This design comes from an exercise in tuning for small area, a short achievable clock period and few clock cycles per item on the open sky130 flow, not from production work.
At most, simulation tests tie the RTL to the original design; equivalence was not proved.
The RTL of runs 1 to 6 was laid out without a check of its function.

**flow/design.v**
```verilog
`default_nettype none
module eigen2x2_fx #(
  parameter int WIDTH = 32,
  parameter int FRAC  = 16
) (
  input  logic             clk,
  input  logic             rst,
  input  logic             start,
  input  logic [WIDTH-1:0] a1,
  input  logic [WIDTH-1:0] a2,
  input  logic [WIDTH-1:0] a3,
  input  logic [WIDTH-1:0] a4,
  output logic             busy,
  output logic             done,
  output logic [WIDTH-1:0] v1,
  output logic [WIDTH-1:0] v2,
  output logic             complex,
  output logic             ovf
);
  localparam int CW = 36;    
  logic busy_q, done_q;
  logic p_diff, p_mul1, p_mul, p_abs, p_sqrt, p_f1, p_f2;
  logic [5:0] cnt_q;
  logic [2:0] jt_q;             
  logic s1_acc, s1_s2;          
  logic b2_one, b2_two, b2_neg;
  logic b3_one, b3_two, b3_neg;
  logic corr_q;                 
  logic [1:0] lo3_q;            
  logic n2_q;                   
  logic pend3_q;                
  logic signed [33:0] acc_q;    
  logic               py_q;     
  logic signed [34:0] x_q;      
  logic signed [35:0] z_q;      
  logic signed [33:0] w_q;      
  logic signed [32:0] s_q;      
  logic               neg_q;
  logic               o1_q;          
  localparam int NK = 5;
  logic [NK-1:0] fit;
  for (genvar i = 0; i < NK; i++) begin : g_fit
    localparam int K = 7 + 2*i;
    wire [34-(2*K-1):0] xs = x_q[34:2*K-1];
    wire [33-(2*K-3):0] ws = w_q[33:2*K-3];
    assign fit[i] = ((&xs) | ~(|xs)) & ((&ws) | ~(|ws));
  end
  logic [2:0] jt_d;
  always_comb begin
    jt_d = 3'(NK);
    for (int i = NK-1; i >= 0; i--)
      if (fit[i]) jt_d = 3'(i);
  end
  function automatic logic [5:0] jof(input logic [2:0] t);
    jof = 6'(7 + 2*int'(t));
  endfunction
  logic [1:0]    pair_n;        
  logic          n2;            
  logic [CW-1:0] in1, in2, in3, csa_s, csa_c, cpa;
  logic [CW-1:0] xe, ze, m2, m3;
  assign pair_n = acc_q[31:30] ^ {2{neg_q}};
  assign n2     = n2_q;
  assign xe = CW'(x_q);
  assign ze = CW'(z_q);
  always_comb begin
    in1 = ({CW{s1_acc}} & CW'(acc_q)) | ({CW{s1_s2}} & CW'($signed({s_q, 1'b0})));
    m2  = ({CW{b2_one}} & xe) | ({CW{b2_two}} & {xe[CW-2:0], 1'b0});
    in2 = m2 ^ {CW{n2}};
    if (p_sqrt) in2[1:0] = 2'b11;
    m3  = ({CW{b3_one}} & {ze[CW-3:0], 2'b00}) | ({CW{b3_two}} & {ze[CW-4:0], 3'b000});
    in3 = m3 ^ {{(CW-2){b3_neg}}, 2'b00};
    in3[1:0] = lo3_q;
    csa_s = in1 ^ in2 ^ in3;
    csa_c = {((in1[CW-2:0] & in2[CW-2:0]) | (in1[CW-2:0] & in3[CW-2:0]) |
              (in2[CW-2:0] & in3[CW-2:0])), pend3_q};
  end
  logic [CW-1:0] pg_g [0:6];
  logic [CW-1:0] pg_p [0:6];
  logic [CW-1:0] hs;
  always_comb begin
    hs = csa_s ^ csa_c;
    pg_g[0] = csa_s & csa_c;
    pg_p[0] = hs;
    for (int l = 0; l < 6; l++) begin
      for (int i = 0; i < CW; i++) begin
        if (i >= (1 << l)) begin
          pg_g[l+1][i] = pg_g[l][i] | (pg_p[l][i] & pg_g[l][i - (1 << l)]);
          pg_p[l+1][i] = pg_p[l][i] & pg_p[l][i - (1 << l)];
        end else begin
          pg_g[l+1][i] = pg_g[l][i];
          pg_p[l+1][i] = pg_p[l][i];
        end
      end
    end
    cpa[0] = hs[0];
    for (int i = 1; i < CW; i++) cpa[i] = hs[i] ^ pg_g[6][i-1];
  end
  logic [33:0] h;
  assign h     = cpa[CW-1:2];
  logic c_d;
  assign c_d = z_q[35] ? (&z_q) : (z_q == 36'(x_q));
  logic [2:0] rem0;
  assign rem0 = {1'b0, pair_n} - 3'd1;
  logic acc_start, mul_end, sq_end;
  logic n_diff, n_mul1, n_mul, n_abs, n_sqrt, n_f1, n_f2;
  assign acc_start = ~busy_q & start;
  assign mul_end   = (cnt_q == jof(jt_q));
  assign sq_end    = (cnt_q == 6'(2*jof(jt_q) + 6'd16));
  assign n_diff    = acc_start;
  assign n_mul1    = p_diff;
  assign n_mul     = p_mul1 | (p_mul & ~mul_end);
  assign n_abs     = p_mul & mul_end;
  assign n_sqrt    = p_abs | (p_sqrt & ~sq_end);
  assign n_f1      = p_sqrt & sq_end;
  assign n_f2      = p_f1;
  always_ff @(posedge clk or posedge rst) begin
    if (rst) begin
      busy_q <= 1'b0; done_q <= 1'b0;
      p_diff <= 1'b0; p_mul1 <= 1'b0; p_mul <= 1'b0; p_abs <= 1'b0;
      p_sqrt <= 1'b0; p_f1 <= 1'b0; p_f2 <= 1'b0;
    end else begin
      busy_q <= acc_start | (busy_q & ~p_f2);
      done_q <= p_f2;
      p_diff <= n_diff; p_mul1 <= n_mul1; p_mul <= n_mul; p_abs <= n_abs;
      p_sqrt <= n_sqrt; p_f1 <= n_f1; p_f2 <= n_f2;
    end
  end
  logic xo, xv;
  assign xo = x_q[{cnt_q[4:0], 1'b1}];
  assign xv = x_q[{cnt_q[4:0], 1'b0}];
  always_ff @(posedge clk) begin
    s1_acc <= n_diff | n_mul1 | n_mul;
    s1_s2  <= n_abs | n_f1 | (n_f2 & ~neg_q);
    b2_one <= 1'b0; b2_two <= 1'b0; b2_neg <= 1'b0;
    b3_one <= 1'b0; b3_two <= 1'b0; b3_neg <= 1'b0;
    corr_q <= 1'b0;
    if (n_diff) begin
      b2_one <= 1'b1; b2_neg <= 1'b1;
    end
    if (n_mul1) begin    
      b2_one <= cpa[0];
      b2_two <= cpa[1] & ~cpa[0];
      b2_neg <= cpa[1];
      b3_one <= w_q[0];
      b3_two <= w_q[1] & ~w_q[0];
      b3_neg <= w_q[1];
    end
    if (n_mul) begin
      b2_one <= xv ^ py_q;
      b2_two <= (xo & ~xv & ~py_q) | (~xo & xv & py_q);
      b2_neg <= xo & ~(xv & py_q);
      b3_one <= w_q[2] ^ w_q[1];
      b3_two <= (w_q[3] & ~w_q[2] & ~w_q[1]) | (~w_q[3] & w_q[2] & w_q[1]);
      b3_neg <= w_q[3] & ~(w_q[2] & w_q[1]);
    end
    if (n_abs) b2_one <= 1'b1;
    if (n_sqrt) begin
      b2_two <= 1'b1; b2_neg <= 1'b1; b3_one <= 1'b1;
    end
    if (n_f1) b2_one <= ~neg_q;
    if (n_f2) begin
      b2_one <= 1'b1; b2_neg <= ~neg_q; corr_q <= neg_q & c_d;
    end
    pend3_q <= b3_neg;
    n2_q <= 1'b0;
    if (n_diff) n2_q <= 1'b1;
    if (n_mul1) n2_q <= cpa[1];
    if (n_mul)  n2_q <= xo & ~(xv & py_q);
    if (n_sqrt) n2_q <= p_abs ? (|pair_n) : ~cpa[CW-1];
    if (n_f2)   n2_q <= ~neg_q;
    lo3_q <= 2'b00;
    if (n_diff) lo3_q <= 2'b01;
    if (n_mul1) lo3_q <= {1'b0, cpa[1]};
    if (n_mul)  lo3_q <= {1'b0, xo & ~(xv & py_q)};
    if (n_sqrt) lo3_q <= acc_q[29:28] ^ {2{neg_q}};
    if (n_f2)   lo3_q <= {neg_q & c_d, ~neg_q};
  end
  always_ff @(posedge clk) begin
    if (!busy_q)               acc_q <= 34'($signed(a1));
    else if (p_diff)           acc_q <= '0;
    else if (p_mul1 | p_mul)   acc_q <= cpa[35:2];
    else                       acc_q <= {acc_q[31:0], w_q[33:32]};
    py_q <= p_diff ? cpa[1] : xo;
    if (!busy_q)               x_q <= 35'($signed(a4));
    else if (p_diff)           x_q <= cpa[34:0];
    else if (p_abs)            x_q <= {33'd0, |pair_n, 1'b0};
    else if (p_sqrt)           x_q <= {x_q[33:1], ~cpa[CW-1], 1'b0};
    if (!busy_q)               z_q <= 36'($signed(a2));
    else if (p_abs)            z_q <= 36'($signed(rem0));
    else if (p_sqrt)           z_q <= cpa;
    else if (p_f2)             z_q <= cpa;
    if (!busy_q)               w_q <= 34'($signed(a3));
    else if (p_mul1 | p_mul)   w_q <= {cpa[1:0], w_q[33:2]};
    else if (p_abs | p_sqrt)   w_q <= {w_q[31:0], 2'b00};
    else if (p_f1)             w_q <= h;
    if (!busy_q)               s_q <= 33'($signed(a4));
    else if (p_abs)            s_q <= cpa[32:0];
    if (p_mul & mul_end)       neg_q <= cpa[CW-1];
    o1_q <= ~((&w_q[33:31]) | ~(|w_q[33:31]));
    if (p_mul1) jt_q <= jt_d;
    cnt_q <= p_diff ? 6'd1 : cnt_q + 6'd1;
  end
  assign busy    = busy_q;
  assign done    = done_q;
  logic o2;
  assign o2      = ~((&z_q[35:33]) | ~(|z_q[35:33]));
  assign v1      = o1_q ? 32'h7fff_ffff : w_q[31:0];
  assign v2      = o2 ? {~neg_q, {31{neg_q}}} : z_q[33:2];
  assign complex = neg_q;
  assign ovf     = o1_q | o2;
endmodule
`default_nettype wire
```
**flow/config.mk**
```make
export PLATFORM = sky130hd
export DESIGN_NAME = eigen2x2_fx
export DESIGN_NICKNAME = eigen2x2_fx
export VERILOG_FILES = /design/flow/design.v
export SDC_FILE = /design/flow/constraint.sdc
export NUM_CORES = 4
export LEC_CHECK = 0
export CAP_MARGIN = 20
export CORE_MARGIN = 2
export CORE_UTILIZATION = 40
export SETUP_SLACK_MARGIN = 5
export SLEW_MARGIN = 20
```
**flow/constraint.sdc**
```tcl
create_clock -name core_clock -period 10.0 [get_ports {clk}]
set_input_delay 2.0000 -clock core_clock [delete_from_list [all_inputs] [get_ports {clk}]]
set_output_delay 2.0000 -clock core_clock [all_outputs]
set_load 0.01 [all_outputs]
```
**flow/flow/run.sh**
```bash
#!/bin/bash
set -euo pipefail
bash standard.sh "BUFFER_PORTS_ARGS=-buffer_cell sky130_fd_sc_hd__buf_1" finish > standard_flow.log 2>&1
```
**flow/standard.sh**
```bash
#!/bin/bash
# synth_recipe.tcl (not shown) runs the flow's synth.tcl, then flattens the netlist and writes it again
# the make line also repeats each setting of config.mk as NAME=value (left out here)
make -C /OpenROAD-flow-scripts/flow DESIGN_CONFIG=/design/flow/config.mk WORK_HOME=/design/flow/orfs CLKGATE_MAP_FILE= SYNTH_SCRIPT=/design/flow/synth_recipe.tcl "${@:-finish}"
```
==> impl_metrics.ini, run 1 <==
[timing]
post-route-period-util = 0.4806
slew_violations = 0
worst_pin_slew_ps = 1174
rsz0062_at_grt = true
fin_ws_ps = 5194
relSlewSlack = 0.2118
setup_violations = 0
skew_ps = 13.12
fmax_ghz = 0.2081
hold_viol_final = 0
fin_crit_ps = 4806
setup_tns_ps = 0

[critical_path]
cp-end-kind = flop
cp-start-kind = flop
reg2reg_to = w_q[12]
crit_slowest_cell = xnor2_1
crit_required_ps = 10380
rrSetupSlack_ps = 5190
cp.arrival_ps = 5190
path_max_fanout = 33
path_cells = buf_4, a22oi_1, xor2_1, fa_1, inv_1, ha_1, a21oi_1, o22ai_1, o2111ai_1, and3_1, xnor2_1, nand2_1, nand3_1, o211ai_1, o21ai_0
reg2reg_from = b3_two
worst-r2r-cell-count = 15
slowest_delay_ps = 810
critical_path_class = reg -> reg

[route]
wl_met3_um = 5819
vias_per_cell = 6.162
routed.top_layer = met4
wl_per_cell_um = 26.46
antenna_left = 0
met1Wirelength_um = 26100
drc = 0
drt_pass1_iterations = 5
drt_first_iter_violations = 1628
wl_um = 62930
vias = 14650
wl_met2_um = 28330

[logic_synthesis]
synth-edff-count = 142
postSynthCellCount = 1712
synthMuxAreaShare = 0.04907
synth_adder_area_share = 0.07948
ys_ff_latch = 204
yosys_warnings = 3
synth_compound_area_frac = 0.2306
yosysTopAreaCell = edfxtp_1
synth-xor-area-share = 0.08594
syn-num-nets = 1921
ys_types = 83
synth_area_leaders = edfxtp_1 27%, dfxtp_1 6.8%, xor2_1 5.7%
ys_seq_area_frac = 0.3540
async_flop_share = 0.04412
synth_area_per_cell_um2 = 9.159
synth_area_um2 = 15680
yosys.area_share.simple = 0.1467
synth_flop_cell = edfxtp_1
synth_top_area_frac = 0.2719
synth_top_family_by_area = compound AO/OA/AOI/OAI gates

[layout]
fin_util = 0.4582
fillers = 3832
drive_above_1_share = 0.1011
multi_input_area_um2 = 9378
seqCellArea_um2 = 5562
layout_commonest_cell = buf_1
synthToLayoutAreaGrowth_pct = 12.93
fin_nets = 2048
layout_common_cells = 198 x buf_1, 142 x edfxtp_1, 127 x nand2_1

[hold_path]
whs_path_depth = 0
min_from = p_f2
min_to = done_q
hold_path.class = reg -> reg

[cts]
cts-root-buf = clkbuf_16
cts_setup_buffers = 0
cts_inserted_buffers = 26
clk_pin_slew_ps = 60
cts_buffer_depth = 3
worstSkewPairLatency_ps = 550
cts_max_level = 1
cts.sinks = 204
cts_tree = done

[placed_design]
io_buffers = 198
pre_cts_ws_ps = 4732
place.gp.congestion = 0.9804
dp_hpwl_um = 46140

[global_routing]
track_usage = 0.3018
grt_overflow = 0
grt_first_pass_wirelength_um = 92240
antenna_found_initial = 2
grt_pass1_vias = 14030
grt_max_degree = 66

[die]
start_util = 0.4057
rows = 72
core-area_um2 = 38650
floorplan.io_pins = 199
die_area_um2 = 40800
fp.dieW_um = 202.0
die_height_um = 202.0

[flow_run]
maxCapViolCount = 0

[run_status]
status = timing/DRC/antenna clean
layer usage:
metal / GRT usage / up-vias
li1: - / 6538
met1: 0.4130 / 7166
met2: 0.4743 / 802
met3: 0.05482 / 148
met4: 0.1163 / 0
met5: 0 / -
critical path, delay by kind of cell, from the launching register on:
kind	cells	cell delay (ps)
xor+xnor	2	990
fa+ha+maj	2	930
flops	1	310
buf+inv	2	400
compound gates	6	1260
simple gates	3	740
cell type report:
type,count,area share
Antenna cell,1,0.0001413
Clock buffer,32,0.03921
Clock inverter,16,0.006288
Inverter,90,0.01908
Multi-Input combinational cell,1289,0.5296
Sequential cell,204,0.3141
Tap cell,518,0.03660
Timing Repair Buffer,228,0.05504
cell families after synthesis:
family                   count (synthesis)
flip-flops                             204
buffers and inverters                  219
XOR/XNOR                               153
multiplexers                            59
adder cells (fa/ha/maj)                 78
AND/OR/NAND/NOR                        470
AO/OA/AOI/OAI                          529
sequential cells by signal, summed over array words and instances (netlist names), 2 cells and up:
register  flops
z_q          36
x_q          35
acc_q        34
w_q          34
s_q          33
cnt_q         6
jt_q          3
lo3_q         2
timing repair:
action,in CTS,in global routing
resized for setup,1,16
pin swaps,0,1
hold buffers,0,0
endpoints found under the setup margin,1,54
how the worst max path moves through the flow:
stage | from | endpoint | slack [ps] | depth (start not counted)
finish | b3_two | w_q[12] | 5190 | 15
global route | n2_q | w_q[24] | 4980 | 15
CTS | b2_one | w_q[14] | 5000 | 13
detailed placement | b2_one | w_q[14] | 4730 | 13
global placement | n2_q | w_q[14] | 4780 | 14
floorplan | b3_neg | z_q[35] | 5910 | 15
per-stage QoR:
stage	cell area (um^2)	cells	hold slack, ps
2_1_floorplan	15680	1712	329.0
3_3_place_gp	16800	2328	395.6
3_5_place_dp	16800	2328	400.7
4_1_cts	17610	2376	413.2
5_1_grt	17710	2377	423.3
6_report	17710	2378	419.4
synth_stat cells, drive strengths merged, types with 8 or more instances:
| master | instances |
|---|---|
| inv | 89 |
| o21ai | 87 |
| mux2i | 24 |
| dfrtp | 9 |
| clkbuf | 97 |
| mux2 | 25 |
| xor2 | 102 |
| or2 | 39 |
| a31oi | 36 |
| nand4 | 27 |
| fa | 36 |
| dfxtp | 53 |
| mux4 | 10 |
| nor3 | 17 |
| nor2b | 14 |
| ha | 42 |
| a211oi | 11 |
| edfxtp | 142 |
| o2bb2ai | 21 |
| or3 | 8 |
| nand2 | 129 |
| nor4 | 21 |
| a21oi | 119 |
| xnor2 | 51 |
| and2 | 9 |
| buf | 32 |
| and3 | 35 |
| a22oi | 95 |
| o221ai | 10 |
| nor2 | 120 |
| nand3 | 34 |
| a21o | 48 |
| o211ai | 24 |
| a22o | 18 |
==> inputs of run 2 (changes only) <==
--- a/flow/config.mk
+++ b/flow/config.mk
@@ -7,6 +7,6 @@
 export LEC_CHECK = 0
 export CAP_MARGIN = 20
 export CORE_MARGIN = 2
-export CORE_UTILIZATION = 40
+export CORE_UTILIZATION = 65
 export SETUP_SLACK_MARGIN = 5
 export SLEW_MARGIN = 20
==> impl_metrics.ini, run 2 <==
[critical_path]
crit_slowest_cell = edfxtp_1
crit_top_cell = buf_4
crit_required_ps = 8000
critical_path_class = reg -> out
cp.arrival_ps = 2800
cp_top_family = simple AND/OR/NAND/NOR gates
rrSetupSlack_ps = 5220
reg2reg_from = x_q[0]
slowest_delay_ps = 510
cp-end-kind = primary output
worst-r2r-cell-count = 14
path_max_fanout = 31
cp-start-kind = flop
cp_num_buf_inv = 3
reg2reg_to = x_q[26]
path_cells = or3_1, nand2_2, buf_4, nor2_2, buf_4, a21o_1, buf_1

[timing]
fin_crit_ps = 4799
slew_violations = 0
post-route-period-util = 0.4799
hold_viol_final = 0
skew_ps = 19.93
worst_pin_slew_ps = 1119
fin_ws_ps = 5201
setup_violations = 0
setup_tns_ps = 0
fmax_ghz = 0.2084
relSlewSlack = 0.2486
rsz0062_at_grt = false

[layout]
largest_register_ff_count = 36
layout_commonest_cell = buf_1
layout_common_cells = 198 x buf_1, 142 x edfxtp_1, 128 x nand2_1
fillers = 1893
drive_above_1_share = 0.08806
synthToLayoutAreaGrowth_pct = 10.16
top_register = z_q
reg_top3 = z_q: 36 flops, x_q: 35 flops
antenna_cells = 0
fin_nets = 2043

[global_routing]
grt_first_pass_wirelength_um = 86420
grt_pass1_vias = 14270
track_usage = 0.4435
antenna_found_initial = 1
grt_overflow = 0
grt_max_degree = 71

[logic_synthesis]
synth_area_per_cell_um2 = 9.159
synth_flop_cell = edfxtp_1
yosys-top-cells-count = 142 x edfxtp_1, 129 x nand2_1, 119 x nor2_1
synth_top_area_frac = 0.2719
synth_area_um2 = 15680
yosysTopAreaCell = edfxtp_1
synth.most_common_cell = edfxtp_1
ys_seq_area_frac = 0.3540
syn-num-nets = 1921
ys_ff_latch = 204
async_flop_share = 0.04412
synth_area_leaders = edfxtp_1 27%, dfxtp_1 6.8%, xor2_1 5.7%
postSynthCellCount = 1712
ys_types = 83
synth-edff-count = 142
yosys_warnings = 3

[route]
drt_pass1_iterations = 7
antenna_left = 0
wl_per_cell_um = 26.48
drc = 0
drt_first_iter_violations = 2496
vias = 15090
vias_per_cell = 6.955
wl_um = 57470

[hold_path]
min_to = done_q
hold_path.class = reg -> reg
whs_path_depth = 0
min_from = p_f2

[die]
die_area_um2 = 25380
die_height_um = 159.3
core-area_um2 = 23540
floorplan.io_pins = 199
fp.dieW_um = 159.3
rows = 56
start_util = 0.6660

[cts]
worstSkewPairLatency_ps = 540
cts.sinks = 204
cts_buffer_depth = 3
cts_max_level = 1
cts-root-buf = clkbuf_16
cts_inserted_buffers = 23
cts_tree = done
clk_pin_slew_ps = 60
cts_setup_buffers = 0

[placed_design]
place.gp.congestion = 1.032
dp_hpwl_um = 40740
io_buffers = 198
pre_cts_ws_ps = 5099

[run_status]
status = timing/DRC/antenna clean

[flow_run]
maxCapViolCount = 0
run 2: stage by stage:
stage                     cells  utilization  instance area, um^2  hold WS [ps]
after global routing       2170       0.7337                17270         437.2
after CTS                  2170       0.7328                17250         413.1
after detailed placement   2128       0.7025                16540         399.9
final                      2170       0.7337                17270         420.5
after global placement     2128       0.7025                16540         400.0
after floorplan            1712            -                15680         329.0
run 2: layer usage:
metal  share of wire  track usage
met5               0            0
met4           0.068       0.2421
met3            0.13      0.08101
met2            0.44       0.6824
met1            0.37       0.5987
run 2: final cells by class:
type / instances / area (um^2) / share of cell area
Timing Repair Buffer: 226 / 957.2 / 0.05541
Clock inverter: 7 / 41.29 / 0.002390
Sequential cell: 204 / 5563 / 0.3221
Multi-Input combinational cell: 1289 / 9303 / 0.5386
Clock buffer: 35 / 671.9 / 0.03890
Inverter: 90 / 337.8 / 0.01956
Tap cell: 319 / 399.1 / 0.02311
run 2: kinds of logic (layout without fill, tap and decap cells):
group / after synthesis / after routing / synth area share
buffers and inverters: 219 / 358 / 0.05426
AO/OA/AOI/OAI: 529 / 529 / 0.2306
multiplexers: 59 / 59 / 0.04907
AND/OR/NAND/NOR: 470 / 470 / 0.1467
adder cells (fa/ha/maj): 78 / 78 / 0.07948
XOR/XNOR: 153 / 153 / 0.08594
flip-flops: 204 / 204 / 0.3540
run 2: worst max-delay path by stage:
stage | startpoint | endpoint | cells past startpoint
6_report | z_q[33] | v2[11] | 7
5_1_grt | x_q[0] | w_q[22] | 14
4_1_cts | b2_one | w_q[22] | 15
3_5_place_dp | b2_one | w_q[22] | 15
3_3_place_gp | b2_one | z_q[28] | 15
2_1_floorplan | b3_neg | z_q[35] | 15
run 2: what timing repair did:
| action | CTS | global route |
|---|---|---|
| endpoints found under the setup margin | 0 | 77 |
| hold buffers | 0 | 0 |
| gates resized for setup | 0 | 7 |
==> inputs of run 3 (changes only) <==
==> flow/flow/run.sh (replaced) <==
#!/bin/bash
set -euo pipefail
bash standard.sh "BUFFER_PORTS_ARGS=-buffer_cell sky130_fd_sc_hd__buf_1" SETUP_SLACK_MARGIN=5.5 finish > standard_flow.log 2>&1
--- a/flow/config.mk
+++ b/flow/config.mk
@@ -8,5 +8,4 @@
 export CAP_MARGIN = 20
 export CORE_MARGIN = 2
 export CORE_UTILIZATION = 65
-export SETUP_SLACK_MARGIN = 5
 export SLEW_MARGIN = 20
==> impl_metrics.ini, run 3 <==
[run_status]
status = timing/DRC/antenna clean

[logic_synthesis]
synth_area_leaders = edfxtp_1 27%, dfxtp_1 6.8%, xor2_1 5.7%
async_flop_share = 0.04412
ys_types = 83
yosys-top-cells-count = 142 x edfxtp_1, 129 x nand2_1, 119 x nor2_1
postSynthCellCount = 1712
synth.most_common_cell = edfxtp_1
syn-num-nets = 1921
synth_area_um2 = 15680
ys_ff_latch = 204
synth_top_area_frac = 0.2719
ys_seq_area_frac = 0.3540
synth-edff-count = 142
yosys_warnings = 3
yosysTopAreaCell = edfxtp_1
synth_area_per_cell_um2 = 9.159
synth_flop_cell = edfxtp_1

[cts]
cts_buffer_depth = 3
cts_inserted_buffers = 23
hold_buffers = 0
cts_tree = done
worstSkewPairLatency_ps = 540
cts-root-buf = clkbuf_16
cts.sinks = 204
cts_max_level = 1
clk_pin_slew_ps = 60

[route]
drt_first_iter_violations = 2446
antenna_left = 0
drc = 0
drt_pass1_iterations = 8
vias_per_cell = 6.955
wl_per_cell_um = 26.45
wl_um = 57870
vias = 15220

[timing]
slew_violations = 0
worst_pin_slew_ps = 1107
fin_ws_ps = 5557
setup_tns_ps = 0
setup_violations = 0
skew_ps = 16.65
rsz0062_at_grt = true
fmax_ghz = 0.2251
relSlewSlack = 0.2568
post-route-period-util = 0.4443
fin_crit_ps = 4443
hold_ws_ps = 424.4
hold_viol_final = 0

[critical_path]
crit_slowest_cell = a311oi_2
path_max_fanout = 6
critical_path_class = reg -> reg
cp-end-kind = flop
cp_top_family = compound AO/OA/AOI/OAI gates
path_cells = a22oi_1, xor2_1, fa_1, inv_1, ha_1, a21oi_2, o21ai_0, a311oi_2, a211oi_2, or4b_1, nand3_2, nor2_1, o22a_1
cp.arrival_ps = 4730
cp-start-kind = flop
crit_required_ps = 10290
cp_num_buf_inv = 1
slowest_delay_ps = 580

[layout]
drive_above_1_share = 0.1071
fillers = 1830
reg_top3 = z_q: 36 flops, x_q: 35 flops
layout_commonest_cell = buf_1
top_register = z_q
layout_common_cells = 198 x buf_1, 142 x edfxtp_1, 128 x nand2_1
largest_register_ff_count = 36
fin_nets = 2060
stdcell_area_um2 = 17650
fin_util = 0.7498
final_cells = 2188
synthToLayoutAreaGrowth_pct = 12.58

[global_routing]
antenna_found_initial = 0
grt_first_pass_wirelength_um = 86750
grt_overflow = 0
grt_pass1_vias = 14330
grt_max_degree = 71
track_usage = 0.4455

[placed_design]
dp_hpwl_um = 40740
placed_cell_area_um2 = 16540
place.gp.congestion = 1.032
io_buffers = 198
pre_cts_ws_ps = 5099
dp.cells = 2128

[die]
floorplan.io_pins = 199
fp.dieW_um = 159.3
start_util = 0.6660
rows = 56
die_height_um = 159.3
core-area_um2 = 23540
die_area_um2 = 25380

[flow_run]
maxCapViolCount = 0

[hold_path]
hold_path.class = reg -> reg
run 3: area by class of cell:
class                           count  area [um^2]  share of cell area
Tap cell                          319        399.1             0.02261
Inverter                           90        337.8             0.01914
Clock inverter                      7        41.29            0.002339
Sequential cell                   204         5563              0.3151
Timing Repair Buffer              243         1172             0.06641
Clock buffer                       35        671.9             0.03806
Antenna cell                        1        2.502           0.0001418
Multi-Input combinational cell   1289         9465              0.5362
run 3: path summary, 6_finish.rpt:
path / startpoint / endpoint / slack [ps] / depth (start not counted)
max in group asynchronous: rst / busy_q / 8340 / 2
worst max-delay path: z_q[12] / z_q[35] / 5560 / 13
worst min register to register: p_f2 / done_q / 420 / 0
worst max register to register: z_q[12] / z_q[35] / 5560 / 13
worst min-delay path: p_f2 / done_q / 420 / 0
min in group asynchronous: rst / busy_q / 1390 / 2
run 3: cell families (layout without fill, tap and decap cells):
logic type,count (synthesis),count (layout),synth area share
multiplexers,59,59,0.04907
other,0,1,0
flip-flops,204,204,0.3540
buffers and inverters,219,375,0.05426
AO/OA/AOI/OAI,529,529,0.2306
AND/OR/NAND/NOR,470,470,0.1467
adder cells (fa/ha/maj),78,78,0.07948
XOR/XNOR,153,153,0.08594
run 3: per-layer routing:
layer	part of all wire	GRT usage	vias to the layer above
li1	-	-	6562
met1	0.36	0.5991	7197
met4	0.071	0.2463	0
met3	0.13	0.08544	230
met5	0	0	-
met2	0.43	0.6834	1228
run 3: repair_timing:
action                                  in CTS  in global routing
resized for setup                           16                 33
pin swaps                                    0                  6
endpoints found under the setup margin     124                122
buffers inserted                             1                 16
==> inputs of run 4 (changes only) <==
--- a/flow/design.v
+++ b/flow/design.v
@@ -31,6 +31,7 @@
   logic pend3_q;                
   logic signed [33:0] acc_q;    
   logic               py_q;     
+  logic               zr_q;     
   logic signed [34:0] x_q;      
   logic signed [35:0] z_q;      
   logic signed [33:0] w_q;      
@@ -101,11 +102,14 @@
   assign c_d = z_q[35] ? (&z_q) : (z_q == 36'(x_q));
   logic [2:0] rem0;
   assign rem0 = {1'b0, pair_n} - 3'd1;
+  logic skip;
+  assign skip = (p_abs | (p_sqrt & zr_q)) & ~(|(acc_q[31:26] ^ {6{neg_q}}));
   logic acc_start, mul_end, sq_end;
   logic n_diff, n_mul1, n_mul, n_abs, n_sqrt, n_f1, n_f2;
   assign acc_start = ~busy_q & start;
   assign mul_end   = (cnt_q == jof(jt_q));
-  assign sq_end    = (cnt_q == 6'(2*jof(jt_q) + 6'd16));
+  assign sq_end    = skip ? (cnt_q >= 6'(2*jof(jt_q) + 6'd14))
+                          : (cnt_q >= 6'(2*jof(jt_q) + 6'd16));
   assign n_diff    = acc_start;
   assign n_mul1    = p_diff;
   assign n_mul     = p_mul1 | (p_mul & ~mul_end);
@@ -172,13 +176,14 @@
     if (n_diff) lo3_q <= 2'b01;
     if (n_mul1) lo3_q <= {1'b0, cpa[1]};
     if (n_mul)  lo3_q <= {1'b0, xo & ~(xv & py_q)};
-    if (n_sqrt) lo3_q <= acc_q[29:28] ^ {2{neg_q}};
+    if (n_sqrt) lo3_q <= (skip ? acc_q[25:24] : acc_q[29:28]) ^ {2{neg_q}};
     if (n_f2)   lo3_q <= {neg_q & c_d, ~neg_q};
   end
   always_ff @(posedge clk) begin
     if (!busy_q)               acc_q <= 34'($signed(a1));
     else if (p_diff)           acc_q <= '0;
     else if (p_mul1 | p_mul)   acc_q <= cpa[35:2];
+    else if (skip)             acc_q <= {acc_q[27:0], w_q[33:28]};
     else                       acc_q <= {acc_q[31:0], w_q[33:32]};
     py_q <= p_diff ? cpa[1] : xo;
     if (!busy_q)               x_q <= 35'($signed(a4));
@@ -191,6 +196,7 @@
     else if (p_f2)             z_q <= cpa;
     if (!busy_q)               w_q <= 34'($signed(a3));
     else if (p_mul1 | p_mul)   w_q <= {cpa[1:0], w_q[33:2]};
+    else if (skip)             w_q <= {w_q[27:0], 6'b00};
     else if (p_abs | p_sqrt)   w_q <= {w_q[31:0], 2'b00};
     else if (p_f1)             w_q <= h;
     if (!busy_q)               s_q <= 33'($signed(a4));
@@ -198,7 +204,8 @@
     if (p_mul & mul_end)       neg_q <= cpa[CW-1];
     o1_q <= ~((&w_q[33:31]) | ~(|w_q[33:31]));
     if (p_mul1) jt_q <= jt_d;
-    cnt_q <= p_diff ? 6'd1 : cnt_q + 6'd1;
+    cnt_q <= p_diff ? 6'd1 : cnt_q + (skip ? 6'd3 : 6'd1);
+    zr_q  <= p_abs ? ~(|pair_n) : (zr_q & cpa[CW-1]);
   end
   assign busy    = busy_q;
   assign done    = done_q;
==> impl_metrics.ini, run 4 <==
[run_status]
status = timing/DRC/antenna clean

[critical_path]
reg2reg_from = x_q[1]
reg2reg_to = w_q[17]
worst-r2r-cell-count = 13
path_max_fanout = 16
cp.arrival_ps = 2490
rrSetupSlack_ps = 5570
cp-end-kind = primary output
crit_required_ps = 8000
critical_path_class = reg -> out
cp-start-kind = flop

[cts]
cts-root-buf = clkbuf_16
cts_inserted_buffers = 23
cts.sinks = 205
cts_buffer_depth = 3
clk_pin_slew_ps = 60
hold_buffers = 0
cts_max_level = 1
cts_tree = done
worstSkewPairLatency_ps = 550

[layout]
fin_nets = 2247
fin_util = 0.7357
layout_common_cells = 246 x a21oi_1, 198 x buf_1, 190 x nand2_1
final_cells = 2384
largest_register_ff_count = 36
top_register = z_q
synthToLayoutAreaGrowth_pct = 12.10
reg_top3 = z_q: 36 flops, x_q: 35 flops
layout_commonest_cell = a21oi_1
fillers = 1986
drive_above_1_share = 0.09893

[logic_synthesis]
synth_area_per_cell_um2 = 8.564
yosysTopAreaCell = edfxtp_1
synth_top_area_frac = 0.2603
syn-num-nets = 2125
synth-edff-count = 142
ys_types = 71
synth_flop_cell = edfxtp_1
yosys-top-cells-count = 247 x a21oi_1, 191 x nand2_1, 145 x nor2_1
synth_area_um2 = 16380
synth_area_leaders = edfxtp_1 26%, a21oi_1 7.5%, dfxtp_1 6.6%
yosys_warnings = 3
ys_ff_latch = 205
async_flop_share = 0.04390
synth.most_common_cell = a21oi_1
ys_seq_area_frac = 0.3400
postSynthCellCount = 1913

[global_routing]
track_usage = 0.4589
grt_overflow = 0
antenna_found_initial = 3
grt_pass1_vias = 15580
grt_max_degree = 82
grt_first_pass_wirelength_um = 91650

[timing]
hold_viol_final = 0
fin_crit_ps = 4487
slew_violations = 0
relSlewSlack = 0.2899
skew_ps = 10.20
setup_violations = 0
fmax_ghz = 0.2229
setup_tns_ps = 0
post-route-period-util = 0.4487
rsz0062_at_grt = true
worst_pin_slew_ps = 1057

[die]
die_area_um2 = 26490
start_util = 0.6563
rows = 58
core-area_um2 = 24960
fp.dieW_um = 162.8
die_height_um = 162.8
floorplan.io_pins = 199

[placed_design]
place.gp.congestion = 1.036
dp.cells = 2323
dp_hpwl_um = 44130
io_buffers = 198

[hold_path]
min_from = p_f2
hold_path.class = reg -> reg
whs_path_depth = 0
min_to = done_q

[route]
drt_pass1_iterations = 7
drc = 0
drt_first_iter_violations = 2918
vias_per_cell = 7.021
vias = 16740
antenna_left = 0
wl_per_cell_um = 26.27
wl_um = 62640

[flow_run]
maxCapViolCount = 0
-- run 4: critical path: stages, from the launching register on --
cell	delay, ps
edfxtp_1	770
inv_1	390
nor2_4	460
a21o_1	150
buf_1	150
-- run 4: routing by layer --
layer  vias to the layer above  routed length, um  GRT usage
li1                       7187                  -          -
met1                      7789              22250     0.5978
met2                      1488              27000     0.6976
met3                       274               9976     0.1523
met4                         0               3410     0.2056
met5                         -                  0          0
-- run 4: final cells by class --
type | instances | area [um^2] | area share
Antenna cell | 2 | 5.005 | 0.0002725
Clock buffer | 37 | 728.2 | 0.03965
Clock inverter | 5 | 63.81 | 0.003474
Inverter | 95 | 356.6 | 0.01942
Multi-Input combinational cell | 1468 | 10080 | 0.5487
Sequential cell | 205 | 5589 | 0.3043
Tap cell | 330 | 412.9 | 0.02248
Timing Repair Buffer | 242 | 1132 | 0.06165
-- run 4: repair_timing --
| action | CTS | global route |
|---|---|---|
| hold endpoints to repair | 0 | 0 |
| setup buffers | 6 | 10 |
| cloned | 0 | 1 |
| pin swaps | 2 | 6 |
| gates resized for setup | 14 | 28 |
| setup endpoints to repair | 158 | 101 |
-- run 4: logic make-up (layout without fill, tap and decap cells) --
| kind of cell | count (synthesis) | count (layout) | synth area share |
|---|---|---|---|
| fa+ha+maj | 81 | 81 | 0.07881 |
| buf+inv | 241 | 379 | 0.05659 |
| flops | 205 | 205 | 0.3400 |
| simple gates | 570 | 571 | 0.1615 |
| compound gates | 616 | 616 | 0.2421 |
| other cells | 0 | 2 | 0 |
| xor+xnor | 144 | 144 | 0.07744 |
| mux | 56 | 56 | 0.04353 |
-- run 4: worst max path at each step --
stage | end | start | cells past startpoint
2_1_floorplan | z_q[28] | b2_one | 16
3_3_place_gp | z_q[28] | b2_one | 14
3_5_place_dp | z_q[28] | b2_one | 14
4_1_cts | x_q[25] | b3_two | 15
5_1_grt | w_q[30] | b2_one | 15
6_report | v2[28] | neg_q | 4
-- run 4: metrics by stage --
step	hold slack [ps]	setup slack, ps	instance area [um^2]
final	456.0	5513	18370
after global routing	444.9	5407	18360
after CTS	442.9	5507	18120
after detailed placement	427.2	4728	17190
after global placement	411.2	4817	17190
after floorplan	329.0	5853	16380
==> inputs of run 5 (changes only) <==
==> flow/flow/run.sh (replaced) <==
#!/bin/bash
set -euo pipefail
bash standard.sh "BUFFER_PORTS_ARGS=-buffer_cell sky130_fd_sc_hd__buf_1" finish > standard_flow.log 2>&1
--- a/flow/config.mk
+++ b/flow/config.mk
@@ -8,4 +8,5 @@
 export CAP_MARGIN = 20
 export CORE_MARGIN = 2
 export CORE_UTILIZATION = 65
+export SETUP_SLACK_MARGIN = 5
 export SLEW_MARGIN = 20
==> impl_metrics.ini, run 5 <==
[die]
fp.dieW_um = 162.8
rows = 58
start_util = 0.6563
core-area_um2 = 24960
die_height_um = 162.8
die_area_um2 = 26490
floorplan.io_pins = 199

[timing]
setup_tns_ps = 0
fin_crit_ps = 4833
rsz0062_at_grt = false
slew_violations = 0
fmax_ghz = 0.2069
setup_violations = 0
hold_viol_final = 0
post-route-period-util = 0.4833
skew_ps = 10.01
relSlewSlack = 0.2037
worst_pin_slew_ps = 1186

[run_status]
status = timing/DRC/antenna clean

[placed_design]
placed_cell_area_um2 = 17190
dp_hpwl_um = 44130
dp.cells = 2323
io_buffers = 198
place.gp.congestion = 1.036

[critical_path]
path_cells = buf_4, a22oi_1, xor2_1, fa_1, inv_1, ha_1, o21ai_1, o21ai_1, nand3_2, a211o_1, a21oi_2, o21ai_0, xnor2_1, nor2_1, nor3_1
reg2reg_from = b3_one
cp_top_family = compound AO/OA/AOI/OAI gates
cp_num_buf_inv = 2
cp-startpoint = b3_one
rrSetupSlack_ps = 5170
cp-start-kind = flop
cp-end-kind = flop
path_max_fanout = 34
cp.depth = 15
reg2reg_to = x_q[31]
cp.arrival_ps = 5210
critical_path_class = reg -> reg
crit_required_ps = 10380
crit_path_end = x_q[31]
slowest_delay_ps = 790
worst-r2r-cell-count = 15
crit_top_cell = o21ai_1
crit_slowest_cell = xnor2_1

[logic_synthesis]
synth-edff-count = 142
yosys_warnings = 3
syn-num-nets = 2125
async_flop_share = 0.04390
synth_area_leaders = edfxtp_1 26%, a21oi_1 7.5%, dfxtp_1 6.6%
ys_types = 71
synth.most_common_cell = a21oi_1
postSynthCellCount = 1913
yosysTopAreaCell = edfxtp_1
ys_seq_area_frac = 0.3400
yosys-top-cells-count = 247 x a21oi_1, 191 x nand2_1, 145 x nor2_1
synth_area_um2 = 16380
synth_top_area_frac = 0.2603
synth_area_per_cell_um2 = 8.564
ys_ff_latch = 205
synth_flop_cell = edfxtp_1

[layout]
fin_nets = 2231
top_register = z_q
drive_above_1_share = 0.08202
synthToLayoutAreaGrowth_pct = 10.23
final_cells = 2369
largest_register_ff_count = 36
layout_common_cells = 247 x a21oi_1, 198 x buf_1, 190 x nand2_1
stdcell_area_um2 = 18060
reg_top3 = z_q: 36 flops, x_q: 35 flops
layout_commonest_cell = a21oi_1

[global_routing]
antenna_found_initial = 3
grt_overflow = 0
track_usage = 0.4580
grt_first_pass_wirelength_um = 91470
grt_pass1_vias = 15480
grt_max_degree = 82

[route]
drt_pass1_iterations = 8
wl_um = 61680
vias = 16620
drt_first_iter_violations = 2905
wl_per_cell_um = 26.04
drc = 0
vias_per_cell = 7.014
antenna_left = 0

[cts]
cts_inserted_buffers = 23
cts-root-buf = clkbuf_16
hold_buffers = 0
cts.sinks = 205
worstSkewPairLatency_ps = 550
cts_tree = done
cts_buffer_depth = 3
clk_pin_slew_ps = 60
cts_max_level = 1

[flow_run]
maxCapViolCount = 0

[hold_path]
hold_path.class = reg -> reg
whs_path_depth = 0
==> run 5: cell counts after synthesis <==
No cell type changed its count.
==> run 5: area by class of cell <==
class                      count  area [um^2]
antenna                        3        7.507
fill                        2028         6904
tap                          330        412.9
clock inverter                 5        63.81
timing repair buffer         227        980.9
inverter                      95        356.6
sequential                   205         5589
multi-input combinational   1467         9921
clock buffer                  37        728.2
==> run 5: repair_timing <==
action                                  in CTS  in global routing
endpoints found under the setup margin      42                 42
buffers inserted                             0                  1
gates resized for setup                      3                  5
==> run 5: kinds of logic (layout without fill, tap and decap cells) <==
group | after synthesis | count (layout) | share of synthesized area
DFF | 205 | 205 | 0.3400
AOI/OAI and AO/OA | 616 | 616 | 0.2421
and+or+nand+nor | 570 | 570 | 0.1615
xor gates and xnor gates | 144 | 144 | 0.07744
adders and majority gates | 81 | 81 | 0.07881
muxes | 56 | 56 | 0.04353
other | 0 | 3 | 0
buffers and inverters | 241 | 364 | 0.05659
==> run 5: per-stage QoR <==
stage	hold WS, ps	setup WS [ps]	util
finish	447.3	5167	0.7234
global route	446.4	5018	0.7231
CTS	443.0	5071	0.7206
detailed placement	427.2	4728	0.6887
global placement	411.2	4817	0.6887
floorplan	329.0	5853	-
==> run 5: per-layer routing <==
metal / global-route usage / wire length, um / vias to the layer above
met3: 0.1380 / 9770 / 285
met4: 0.2112 / 3587 / 0
met1: 0.6059 / 21990 / 7727
met5: 0 / 0 / -
li1: - / - / 7155
met2: 0.6930 / 26330 / 1449
==> run 5: worst min-delay path by stage <==
stage,from,to
floorplan,b3_neg,pend3_q
global placement,p_f2,done_q
detailed placement,p_f2,done_q
CTS,p_f2,done_q
global route,p_f2,done_q
finish,p_f2,done_q
==> inputs of run 6 (changes only) <==
==> flow/flow/run.sh (replaced) <==
#!/bin/bash
set -euo pipefail
bash standard.sh "BUFFER_PORTS_ARGS=-buffer_cell sky130_fd_sc_hd__buf_1" SETUP_SLACK_MARGIN=5.75 finish > standard_flow.log 2>&1
--- a/flow/config.mk
+++ b/flow/config.mk
@@ -8,5 +8,4 @@
 export CAP_MARGIN = 20
 export CORE_MARGIN = 2
 export CORE_UTILIZATION = 65
-export SETUP_SLACK_MARGIN = 5
 export SLEW_MARGIN = 20
==> impl_metrics.ini, run 6 <==
[critical_path]
cp_num_buf_inv = 3
slowest_delay_ps = 580
cp-end-kind = flop
path_max_fanout = 34
cp-startpoint = s1_acc
cp-start-kind = flop
critical_path_class = reg -> reg
crit_required_ps = 10450
reg2reg_from = s1_acc
crit_slowest_cell = a22oi_1
cp_top_family = compound AO/OA/AOI/OAI gates
path_cells = buf_12, a22oi_1, fa_1, inv_1, ha_2, a21oi_1, nor2_1, o21a_1, a311oi_4, buf_4, nand3_2, o21ai_4, xnor2_4, a311o_1, a22o_1
cp.arrival_ps = 4690

[route]
drt_first_iter_violations = 3269
drt_pass1_iterations = 7
drc = 0
vias = 17330
vias_per_cell = 7.062
wl_per_cell_um = 26.45
wl_um = 64910
antenna_left = 0

[layout]
final_cells = 2454
largest_register_ff_count = 36
drive_above_1_share = 0.1559
synthToLayoutAreaGrowth_pct = 18.22
layout_commonest_cell = a21oi_1
fin_nets = 2318
reg_top3 = z_q: 36 flops, x_q: 35 flops
fin_util = 0.7759
stdcell_area_um2 = 19370
fillers = 1831
layout_common_cells = 243 x a21oi_1, 198 x buf_1, 189 x nand2_1
top_register = z_q

[logic_synthesis]
ys_seq_area_frac = 0.3400
syn-num-nets = 2125
synth-edff-count = 142
synth_area_leaders = edfxtp_1 26%, a21oi_1 7.5%, dfxtp_1 6.6%
yosys_warnings = 3
synth.most_common_cell = a21oi_1
ys_ff_latch = 205
yosysTopAreaCell = edfxtp_1
synth_area_um2 = 16380
synth_top_area_frac = 0.2603
ys_types = 71
yosys-top-cells-count = 247 x a21oi_1, 191 x nand2_1, 145 x nor2_1
synth_area_per_cell_um2 = 8.564
postSynthCellCount = 1913
synth_flop_cell = edfxtp_1
async_flop_share = 0.04390

[global_routing]
antenna_found_initial = 3
track_usage = 0.4674
grt_overflow = 0
grt_pass1_vias = 15760
grt_max_degree = 82
grt_first_pass_wirelength_um = 93120

[cts]
cts_inserted_buffers = 23
cts-root-buf = clkbuf_16
worstSkewPairLatency_ps = 560
cts_max_level = 1
clk_pin_slew_ps = 60
cts.sinks = 205
cts_tree = done
cts_buffer_depth = 3

[timing]
worst_pin_slew_ps = 1056
setup_tns_ps = 0
post-route-period-util = 0.4242
relSlewSlack = 0.2912
fin_crit_ps = 4242
skew_ps = 10.08
setup_violations = 0
hold_viol_final = 0
rsz0062_at_grt = true
slew_violations = 0
fmax_ghz = 0.2358

[run_status]
status = timing/DRC/antenna clean

[placed_design]
placed_cell_area_um2 = 17190
place.gp.congestion = 1.036
io_buffers = 198
dp.cells = 2323
dp_hpwl_um = 44130

[die]
start_util = 0.6563
rows = 58
die_height_um = 162.8
fp.dieW_um = 162.8
floorplan.io_pins = 199
die_area_um2 = 26490
core-area_um2 = 24960

[hold_path]
min_from = p_f2
hold_path.class = reg -> reg

[flow_run]
maxCapViolCount = 0
[run 6: cell counts after synthesis]
Identical to the previous run, type by type.
[run 6: per-stage QoR]
step           hold slack [ps]  setup WS, ps
3_5_place_dp             427.2          4728
3_3_place_gp             411.2          4817
2_1_floorplan            329.0          5853
4_1_cts                  442.9          5749
6_report                 457.2          5758
5_1_grt                  444.4          5688
[run 6: cell families (layout without fill, tap and decap cells)]
logic type | count (synthesis) | in the layout | share of synthesized area
adder cells (fa/ha/maj) | 81 | 81 | 0.07881
AND/OR/NAND/NOR | 570 | 571 | 0.1615
multiplexers | 56 | 56 | 0.04353
buffers and inverters | 241 | 450 | 0.05659
other | 0 | 1 | 0
flip-flops | 205 | 205 | 0.3400
XOR/XNOR | 144 | 144 | 0.07744
AO/OA/AOI/OAI | 616 | 616 | 0.2421
[run 6: final timing paths]
check,endpoint,slack [ps],depth (start not counted)
min in group asynchronous,busy_q,1400,2
hold / removal,done_q,460,0
setup / recovery,n2_q,5760,15
setup reg to reg,n2_q,5760,15
hold reg to reg,done_q,460,0
max in group asynchronous,busy_q,8290,2
[run 6: per-layer routing]
layer	vias to the layer above	wire length, um	global-route usage
li1	7315	-	-
met1	8065	22350	0.6190
met2	1617	27850	0.7132
met3	332	10740	0.1388
met4	2	3928	0.2051
met5	-	29	0
[run 6: timing repair]
action                     in CTS  in global routing
gates cloned                    1                  2
buffers inserted               17                 68
hold buffers                    0                  0
pin swaps                       9                 34
resized for setup              37                 86
setup endpoints to repair     172                121
[run 6: final cells by class]
type,instances,area [um^2],share of cell area
multi-input combinational,1468,10420,0.5378
sequential,205,5597,0.2890
timing repair buffer,313,1792,0.09251
clock buffer,37,728.2,0.03760
tap,330,412.9,0.02132
inverter,95,356.6,0.01841
clock inverter,5,63.81,0.003295
antenna,1,2.502,0.0001292
[run 6: worst register-to-register path: cells and delay by family (launching register included)]
| kind | cells | cell delay [ps] |
|---|---|---|
| DFF | 1 | 320 |
| and+or+nand+nor | 2 | 150 |
| AOI/OAI and AO/OA | 7 | 2230 |
| xor gates and xnor gates | 1 | 160 |
| buffers and inverters | 3 | 430 |
| adders and majority gates | 2 | 850 |
==> inputs of run 7 (changes only) <==
--- a/flow/design.v
+++ b/flow/design.v
@@ -212,7 +212,7 @@
   logic o2;
   assign o2      = ~((&z_q[35:33]) | ~(|z_q[35:33]));
   assign v1      = o1_q ? 32'h7fff_ffff : w_q[31:0];
-  assign v2      = o2 ? {~neg_q, {31{neg_q}}} : z_q[33:2];
+  assign v2      = o2 ? {z_q[35], {31{~z_q[35]}}} : z_q[33:2];
   assign complex = neg_q;
   assign ovf     = o1_q | o2;
 endmodule
==> impl_metrics.ini, run 7 <==
[run_status]
status = timing/DRC/antenna clean

[critical_path]
path_max_fanout = 6
crit_required_ps = 10220
slowest_delay_ps = 540
path_cells = a22oi_1, xnor2_1, fa_1, ha_1, a31o_1, a221o_1, nand3_1, o21a_4, o22ai_1, nor2_1, a21oi_1, a21oi_1
crit_top_cell = a21oi_1
critical_path_class = reg -> reg
reg2reg_from = x_q[7]
reg2reg_to = z_q[24]
crit_slowest_cell = edfxtp_1
worst-r2r-cell-count = 12
cp-start-kind = flop
cp-end-kind = flop
rrSetupSlack_ps = 5680
cp.arrival_ps = 4540

[timing]
fin_ws_ps = 5677
fin_crit_ps = 4323
hold_viol_final = 0
skew_ps = 14.19
slew_violations = 0
setup_tns_ps = 0
worst_pin_slew_ps = 1314
relSlewSlack = 0.1213
setup_violations = 0
fmax_ghz = 0.2313
post-route-period-util = 0.4323
rsz0062_at_grt = true

[layout]
drive_above_1_share = 0.1353
layout_common_cells = 213 x a21oi_1, 198 x buf_1, 167 x nand2_1
largest_register_ff_count = 36
top_register = z_q
antenna_cells = 0
fin_util = 0.7617
reg_top3 = z_q: 36 flops, x_q: 35 flops
fin_nets = 2287
final_cells = 2421
fillers = 1866
synthToLayoutAreaGrowth_pct = 15.12
layout_commonest_cell = a21oi_1

[placed_design]
io_buffers = 198
dp_hpwl_um = 45350
dp.cells = 2314
pre_cts_ws_ps = 4779
place.gp.congestion = 0.9782

[global_routing]
grt_max_degree = 98
grt_overflow = 0
antenna_found_initial = 0
grt_pass1_vias = 16040
track_usage = 0.4700
grt_first_pass_wirelength_um = 94620

[logic_synthesis]
ys_types = 92
ys_seq_area_frac = 0.3353
synth-edff-count = 142
syn-num-nets = 2120
synth_area_per_cell_um2 = 8.707
yosys_warnings = 3
yosys-top-cells-count = 219 x a21oi_1, 168 x nand2_1, 143 x nor2_1
synth_top_area_frac = 0.2567
synth_area_um2 = 16610
yosys.area_share.simple = 0.1635
postSynthCellCount = 1908
synth_adder_area_share = 0.07772
ys_ff_latch = 205
synth_compound_area_frac = 0.2497
synth_area_leaders = edfxtp_1 26%, a21oi_1 6.6%, dfxtp_1 6.5%
synth_flop_cell = edfxtp_1
synth-xor-area-share = 0.07674
synth.most_common_cell = a21oi_1
synth_top_family_by_area = compound AO/OA/AOI/OAI gates
yosysTopAreaCell = edfxtp_1
async_flop_share = 0.04390
synthMuxAreaShare = 0.03992

[route]
antenna_left = 0
drt_first_iter_violations = 3053
drc = 0
wl_um = 65970
wl_per_cell_um = 27.25
vias_per_cell = 7.206
drt_pass1_iterations = 11
vias = 17450

[hold_path]
hold_path.class = reg -> reg
whs_path_depth = 0
min_from = p_f2
min_to = done_q

[die]
rows = 58
start_util = 0.6617
floorplan.io_pins = 199
die_area_um2 = 26850
core-area_um2 = 25110
fp.dieW_um = 163.9
die_height_um = 163.9

[cts]
cts_buffer_depth = 3
clk_pin_slew_ps = 60
worstSkewPairLatency_ps = 530
cts_inserted_buffers = 23
hold_buffers = 0
cts-root-buf = clkbuf_16
cts.sinks = 205
cts_max_level = 1
cts_tree = done

[flow_run]
maxCapViolCount = 0
run 7: worst max-delay path by stage:
stage | endpoint | from | slack [ps]
4_1_cts | s_q[32] | b2_one | 5730
3_3_place_gp | w_q[22] | n2_q | 4790
2_1_floorplan | z_q[29] | b3_neg | 6030
6_report | z_q[24] | x_q[7] | 5680
5_1_grt | z_q[24] | x_q[7] | 5620
3_5_place_dp | s_q[32] | n2_q | 4780
run 7: logic make-up (layout without fill, tap and decap cells):
kind of cell,count (synthesis),in the layout
AOI/OAI and AO/OA,628,628
xor gates and xnor gates,143,143
adders and majority gates,81,81
buffers and inverters,234,416
DFF,205,205
muxes,52,52
and+or+nand+nor,565,566
run 7: final cells by class:
class | count | area (um^2) | share of cell area
Clock inverter | 9 | 70.07 | 0.003664
Clock buffer | 32 | 619.3 | 0.03238
Timing Repair Buffer | 286 | 1579 | 0.08256
Multi-Input combinational cell | 1470 | 10520 | 0.5500
Inverter | 89 | 334.1 | 0.01747
Tap cell | 330 | 412.9 | 0.02159
Sequential cell | 205 | 5592 | 0.2924
run 7: worst max-delay path: cells and delay by family, from the launching register on:
kind / cells / cell delay [ps]
compound gates: 7 / 1950
fa+ha+maj: 2 / 850
flops: 1 / 540
simple gates: 2 / 460
xor+xnor: 1 / 190
run 7: per-stage QoR:
step                hold slack, ps  instance area [um^2]
finish                       460.9                 19120
global route                 466.1                 19120
floorplan                    329.0                 16610
global placement             456.1                 17340
detailed placement           440.4                 17350
CTS                          450.4                 18300
run 7: repair_timing:
item	4_1_cts	5_1_grt
buffers inserted	14	50
pin swaps	7	20
gates resized for setup	28	61
setup endpoints to repair	169	135
cloned	1	1
run 7: routing by layer:
metal	track usage	routed length, um	vias up
li1	-	-	7304
met1	0.6201	22760	7992
met2	0.7108	28050	1765
met3	0.1374	10800	384
met4	0.2273	4357	0
met5	0	0	-
Testbench counts of run 7, summed over its fixed seeds: cycles 145,942, items 3,200.
==> inputs of run 8 (changes only) <==
==> flow/flow/run.sh (replaced) <==
#!/bin/bash
set -euo pipefail
bash standard.sh "BUFFER_PORTS_ARGS=-buffer_cell sky130_fd_sc_hd__buf_1" SETUP_SLACK_MARGIN=5.5 finish > standard_flow.log 2>&1
--- a/flow/config.mk
+++ b/flow/config.mk
@@ -8,4 +8,6 @@
 export CAP_MARGIN = 20
 export CORE_MARGIN = 2
 export CORE_UTILIZATION = 65
+export CTS_BUF_LIST = sky130_fd_sc_hd__clkbuf_4 sky130_fd_sc_hd__clkbuf_8
+export CTS_CLUSTER_SIZE = 20
 export SLEW_MARGIN = 20
==> impl_metrics.ini, run 8 <==
[logic_synthesis]
synth_area_per_cell_um2 = 8.707
ys_ff_latch = 205
synth_area_um2 = 16610
async_flop_share = 0.04390
postSynthCellCount = 1908
yosys-top-cells-count = 219 x a21oi_1, 168 x nand2_1, 143 x nor2_1
synth.most_common_cell = a21oi_1
ys_types = 92
ys_seq_area_frac = 0.3353
yosys_warnings = 3
yosysTopAreaCell = edfxtp_1
synth_flop_cell = edfxtp_1
synth-edff-count = 142
synth_top_area_frac = 0.2567
synth_area_leaders = edfxtp_1 26%, a21oi_1 6.6%, dfxtp_1 6.5%
syn-num-nets = 2120

[placed_design]
io_buffers = 198
placed_cell_area_um2 = 17350
dp_hpwl_um = 45350
place.gp.congestion = 0.9782

[route]
vias = 17040
drc = 0
antenna_left = 0
vias_per_cell = 7.105
drt_pass1_iterations = 8
drt_first_iter_violations = 2858
wl_um = 63150
wl_per_cell_um = 26.33

[layout]
stdcell_area_um2 = 18460
synthToLayoutAreaGrowth_pct = 11.12
layout_commonest_cell = a21oi_1
largest_register_ff_count = 36
layout_common_cells = 218 x a21oi_1, 198 x buf_1, 167 x nand2_1
fin_nets = 2250
fin_util = 0.7353
reg_top3 = z_q: 36 flops, x_q: 35 flops
drive_above_1_share = 0.1118
top_register = z_q

[critical_path]
cp-start-kind = flop
critical_path_class = reg -> reg
rrSetupSlack_ps = 5590
worst-r2r-cell-count = 13
cp-end-kind = flop
crit_required_ps = 10400
path_max_fanout = 20
reg2reg_to = w_q[18]
reg2reg_from = n2_q
cp.arrival_ps = 4810

[cts]
cts_tree = done
cts_inserted_buffers = 37
worstSkewPairLatency_ps = 560
hold_buffers = 0
cts-root-buf = clkbuf_8
clk_pin_slew_ps = 60
cts_max_level = 2
cts_buffer_depth = 3
cts.sinks = 205

[die]
die_height_um = 163.9
core-area_um2 = 25110
floorplan.io_pins = 199
start_util = 0.6617
fp.dieW_um = 163.9
die_area_um2 = 26850
rows = 58

[timing]
post-route-period-util = 0.4408
relSlewSlack = 0.2028
fmax_ghz = 0.2269
skew_ps = 26.22
fin_crit_ps = 4408
slew_violations = 0
setup_tns_ps = 0
setup_violations = 0
rsz0062_at_grt = true
hold_viol_final = 0
worst_pin_slew_ps = 1192

[global_routing]
grt_pass1_vias = 16010
track_usage = 0.4655
antenna_found_initial = 0
grt_first_pass_wirelength_um = 93650
grt_overflow = 0
grt_max_degree = 98

[hold_path]
min_from = p_f2
min_to = done_q
hold_path.class = reg -> reg
whs_path_depth = 0

[run_status]
status = timing/DRC/antenna clean

[flow_run]
maxCapViolCount = 0
[run 8: critical path, stage by stage (launching register included)]
cell	delay, ps
dfxtp_4	590
and3_1	230
o21bai_1	80
fa_1	460
ha_1	250
fa_1	490
a21o_1	200
and4_2	300
nor3_4	210
o21a_4	220
o21ai_0	140
xor2_1	680
mux2i_1	170
a31oi_1	220
[run 8: area by class of cell]
| type | count | area, um^2 |
|---|---|---|
| multi-input combinational | 1470 | 10220 |
| fill | 1976 | 6648 |
| sequential | 205 | 5589 |
| timing repair buffer | 235 | 1077 |
| clock buffer | 59 | 718.2 |
| tap | 330 | 412.9 |
| inverter | 89 | 334.1 |
| clock inverter | 9 | 106.4 |
| antenna | 1 | 2.502 |
[run 8: through the flow]
stage	worst slack, ps	std cells	hold slack, ps
2_1_floorplan	6028	1908	329.0
3_3_place_gp	4795	2314	456.1
3_5_place_dp	4779	2314	440.4
4_1_cts	5414	2386	451.0
5_1_grt	5409	2397	460.9
6_report	5592	2398	459.2
[run 8: routing by layer]
metal,wire [um],GRT usage,share of wire,vias up
li1,-,-,-,7251
met1,22470,0.6077,0.36,7928
met2,27200,0.7084,0.43,1550
met3,9827,0.1394,0.16,309
met4,3656,0.2269,0.058,0
met5,0,0,0,-
[run 8: repair_timing]
action | CTS | global route
resized for setup | 13 | 15
gates cloned | 1 | 0
endpoints found under the setup margin | 149 | 91
pin swaps | 3 | 5
setup buffers | 3 | 11
[run 8: kinds of logic (layout without fill, tap and decap cells)]
logic type	Yosys count	in the layout	synth area share
simple gates	565	566	0.1635
xor+xnor	143	143	0.07674
flops	205	205	0.3353
other cells	0	1	0
mux	52	52	0.03992
fa+ha+maj	81	81	0.07772
buf+inv	234	392	0.05716
compound gates	628	628	0.2497
[run 8: how the worst max path moves through the flow]
stage | endpoint | cells after the start | startpoint
4_1_cts | w_q[22] | 14 | n2_q
2_1_floorplan | z_q[29] | 14 | b3_neg
5_1_grt | w_q[22] | 14 | s1_s2
3_3_place_gp | w_q[22] | 13 | n2_q
3_5_place_dp | s_q[32] | 13 | n2_q
6_report | w_q[18] | 13 | n2_q

[re-timing with driven ports]
How much do the figures lean on ideal ports? The routed layouts below were timed once more, with nothing changed but the port constraints. Step 1 (the two cells are an assumption about what drives the block):
set clk [get_ports {clk}]
set_driving_cell -lib_cell sky130_fd_sc_hd__clkbuf_16 $clk
set_driving_cell -lib_cell sky130_fd_sc_hd__buf_2 [delete_from_list [all_inputs] $clk]
Step 2 moves the port delays by t, midway between the first and last clock arrival at a register: inputs arrive t later, outputs are due t later. That takes back most of the time a late clock gives input paths. Slacks: ideal ports / drivers / drivers and shift; pairs: ideal ports / drivers.
run | shift t [ns] | slack for setup (ns) | worst setup path at the end | clock arrival spread, ns | slew at the worst register clock pin (ns)
run 1 | 0.593 | 5.194 / 5.194 / 5.194 | register to register | 0.013 / 0.013 | 0.06 / 0.06
run 2 | 0.578 | 5.201 / 5.151 / 5.221 | register to register | 0.020 / 0.020 | 0.06 / 0.06
run 3 | 0.583 | 5.557 / 5.557 / 5.557 | register to register | 0.017 / 0.017 | 0.07 / 0.07
run 4 | 0.601 | 5.513 / 5.457 / 5.570 | register to register | 0.010 / 0.010 | 0.06 / 0.06
run 5 | 0.606 | 5.167 / 5.167 / 5.167 | register to register | 0.010 / 0.010 | 0.07 / 0.07
run 6 | 0.606 | 5.758 / 5.753 / 5.758 | register to register | 0.010 / 0.010 | 0.07 / 0.07
run 7 | 0.575 | 5.677 / 5.677 / 5.677 | register to register | 0.014 / 0.015 | 0.07 / 0.07
run 8 | 0.595 | 5.592 / 5.592 / 5.592 | register to register | 0.026 / 0.026 | 0.07 / 0.07
After both steps every run listed still meets setup and hold.
